What follows belongs to an exercise in optimizing a design on an open flow for small area, a short achievable clock period and few clock cycles per item; a production flow would make more cautious choices.
Function was checked by simulation only, so behaviour that the tests miss may differ from the original.
Power and IR drop assume default switching activity.

// pipelined_alu
module pipelined_alu (
  input  logic        clk,
  input  logic        rst,
  input  logic        in_valid,
  output logic        in_ready,
  input  logic [3:0]  op,
  input  logic [31:0] a,
  input  logic [31:0] b,
  output logic        out_valid,
  input  logic        out_ready,
  output logic [31:0] res,
  output logic [3:0]  flags,
  output logic [15:0] illegal_cnt
);
Size in the first run: ~2300 cells after synthesis, ~260 flip-flops, about 130 I/O pins, about 23000 sq um of cells after synthesis.
==> flow/config.mk <==
export PLATFORM = sky130hd
export DESIGN_NAME = pipelined_alu
export DESIGN_NICKNAME = pipelined_alu
export VERILOG_FILES = /design/flow/design.v
export SDC_FILE = /design/flow/constraint.sdc
export NUM_CORES = 4
export LEC_CHECK = 0
export CAP_MARGIN = 20
export CORE_MARGIN = 2
export CORE_UTILIZATION = 40
export CTS_CLUSTER_DIAMETER = 80
export CTS_CLUSTER_SIZE = 25
export SETUP_SLACK_MARGIN = 5
export SLEW_MARGIN = 20
==> flow/constraint.sdc <==
create_clock -name core_clock -period 9.0 [get_ports {clk}]
set_input_delay 1.8000 -clock core_clock [delete_from_list [all_inputs] [get_ports {clk}]]
set_output_delay 1.8000 -clock core_clock [all_outputs]
set_load 0.01 [all_outputs]
standard.sh (not shown) runs the stock make flow with config.mk's settings and CLKGATE_MAP_FILE= SYNTH_SCRIPT=/design/flow/synth_recipe.tcl, a recipe that flattens the netlist after the stock synthesis.
==> flow/flow/run.sh <==
#!/bin/bash
set -euo pipefail
cd "$(dirname "$0")/.."
bash standard.sh synth > synth.log 2>&1
bash standard.sh "BUFFER_PORTS_ARGS=-buffer_cell sky130_fd_sc_hd__buf_2" finish > layout.log 2>&1
Testbench counts at the start, summed over its fixed seeds: cycles 16,024, items 16,000.
Next try:
==> flow/flow/run.sh (replaced) <==
#!/bin/bash
set -euo pipefail
cd "$(dirname "$0")/.."
bash standard.sh synth > synth.log 2>&1
bash standard.sh "BUFFER_PORTS_ARGS=-buffer_cell sky130_fd_sc_hd__buf_1" finish > layout.log 2>&1
- CTS_CLUSTER_DIAMETER: 80 -> 90
- CTS_CLUSTER_SIZE: 25 -> 30
Result: Non-clock buffer count went up by 4. Clock-buffer cell count drops by 1. Routed wire length is about the same. Power is about the same. Die area stays the same. Final area is about the same. Clock power goes up by a few percent.
Next try:
- CTS_CLUSTER_DIAMETER: 90 -> 80
- CTS_CLUSTER_SIZE: 30 -> 25
After rerunning: The changed run finished with timing, DRC and antenna clean; total power came out higher by 1.1%; setup slack stays flat; clock-buffer cell count came out higher by 2; wire length is about the same.

---

Setup of trial 79:
pipelined_alu again, from the RTL that the note above started with.
Design pipelined_alu, start of the top module:
module pipelined_alu (
  input  logic        clk,
  input  logic        rst,
  input  logic        in_valid,
  output logic        in_ready,
  input  logic [3:0]  op,
  input  logic [31:0] a,
  input  logic [31:0] b,
  output logic        out_valid,
  input  logic        out_ready,
  output logic [31:0] res,
  output logic [3:0]  flags,
  output logic [15:0] illegal_cnt
);
  localparam int NC = alu_pkg::NC;
  logic        v0, v1, v2, bubble;
  logic [3:0]  op0;
  logic [31:0] a0, b0;
  logic        rev0;
  logic [15:0] bone0, btwo0;
  logic        is_mul0;
  logic [31:0] ax_p;
  logic        rev_p, rev1, rev2;
  logic [15:0] bone_p, btwo_p;
  logic        is_mul_p;
  logic [NC-1:0] cut_s, cut1;
  logic        addsub_s, cmp_s, cmps_s, legal_s;
  logic        addsub1, cmp1, cmps1, legal1;
  logic [31:0] sum_s;
  logic        carry_s, ovf_s;
  logic [31:0] res2;
  logic [2:0]  fl2;         
  logic [15:0] cnt;
  logic        s0_go, s1_go, s2_go;
  assign s2_go    = ~v2 | out_ready;
  assign s1_go    = ~v1 | s2_go;
  assign s0_go    = ~v0 | s1_go;
  assign in_ready = bubble | out_ready;
  alu_pre u_pre (
    .op   (op),
    .a    (a),
    .ax   (ax_p),
    .rev  (rev_p),
    .b    (b),
  ...
==> flow/config.mk <==
export PLATFORM = sky130hd
export DESIGN_NAME = pipelined_alu
export DESIGN_NICKNAME = pipelined_alu
export VERILOG_FILES = /design/flow/design.v
export SDC_FILE = /design/flow/constraint.sdc
export NUM_CORES = 4
export LEC_CHECK = 0
export CAP_MARGIN = 20
export CORE_MARGIN = 2
export CORE_UTILIZATION = 40
export CTS_CLUSTER_DIAMETER = 90
export CTS_CLUSTER_SIZE = 30
export SETUP_SLACK_MARGIN = 4.97
export SLEW_MARGIN = 20
==> flow/constraint.sdc <==
create_clock -name core_clock -period 9.0 [get_ports {clk}]
set_input_delay 1.8000 -clock core_clock [delete_from_list [all_inputs] [get_ports {clk}]]
set_output_delay 1.8000 -clock core_clock [all_outputs]
set_load 0.01 [all_outputs]
==> flow/flow/run.sh <==
#!/bin/bash
set -euo pipefail
cd "$(dirname "$0")/.."
bash standard.sh synth > synth.log 2>&1
bash standard.sh "BUFFER_PORTS_ARGS=-buffer_cell sky130_fd_sc_hd__buf_1" finish > layout.log 2>&1
Testbench counts of trial 79, summed over its fixed seeds: cycles 16,024, items 16,000.
Input changes introduced in build 52 (baseline for comparison: trial 79):
--- a/flow/config.mk
+++ b/flow/config.mk
@@ -11,4 +11,5 @@
 export CTS_CLUSTER_DIAMETER = 90
 export CTS_CLUSTER_SIZE = 30
-export SETUP_SLACK_MARGIN = 4.97
+export PLACE_DENSITY = 0.7
+export SETUP_SLACK_MARGIN = 5
 export SLEW_MARGIN = 20
--- outcome ---
- Taking trial 79 as the reference, in build 52 power spent charging and discharging nets fell 0.000021 W; core utilization of the finished layout now sits higher; clock period minus worst slack shows no meaningful change; distinct cell type count of the synthesized netlist held steady.
- Final cell count up about 0.46% in build 52 wrt trial 79
- Against trial 79, routed wire length in build 52 came out better.
- Compared with trial 79, build 52 is more frugal on power.
- Trial 79 and build 52 ended up with nearly the same part of the cycle the worst path needs.

==> afterwards: timing with drivers on the ports <==
In the flow no input, the clock included, has a driving cell. The finished layouts below were timed again as built, in two steps.
Step 1 sets driving cells, clkbuf_16 on the clock port and buf_2 on the other inputs (assumed; they add their load-dependent delay and slew).
Step 2 adds t to the input delays and takes it off the output delays; t is the mean of the earliest and latest rising clock arrival at the registers after step 1. Input paths then give back, and output paths get back, about the clock's delay inside the block.
Slacks: no drivers / after step 1 / after step 2; pairs: no drivers / after step 1.
| run | t, ns | setup slack, ns | worst setup path after step 2 |
|---|---|---|---|
| the first run of note 1 | 0.603 | 4.968 / 4.930 / 4.930 | input to output |
| the second run of note 1 | 0.593 | 4.971 / 4.939 / 4.926 | input to register |
| the third run of note 1 | 0.609 | 4.972 / 4.940 / 4.940 | input to output |
| trial 79 | 0.588 | 4.973 / 4.947 / 4.947 | input to output |
| build 52 | 0.598 | 4.973 / 4.943 / 4.917 | input to register |
After both steps every run listed still meets setup and hold. For build 52, which loses most, drivers alone change the setup slack by -0.030 ns; drivers and shift together by -0.056 ns.
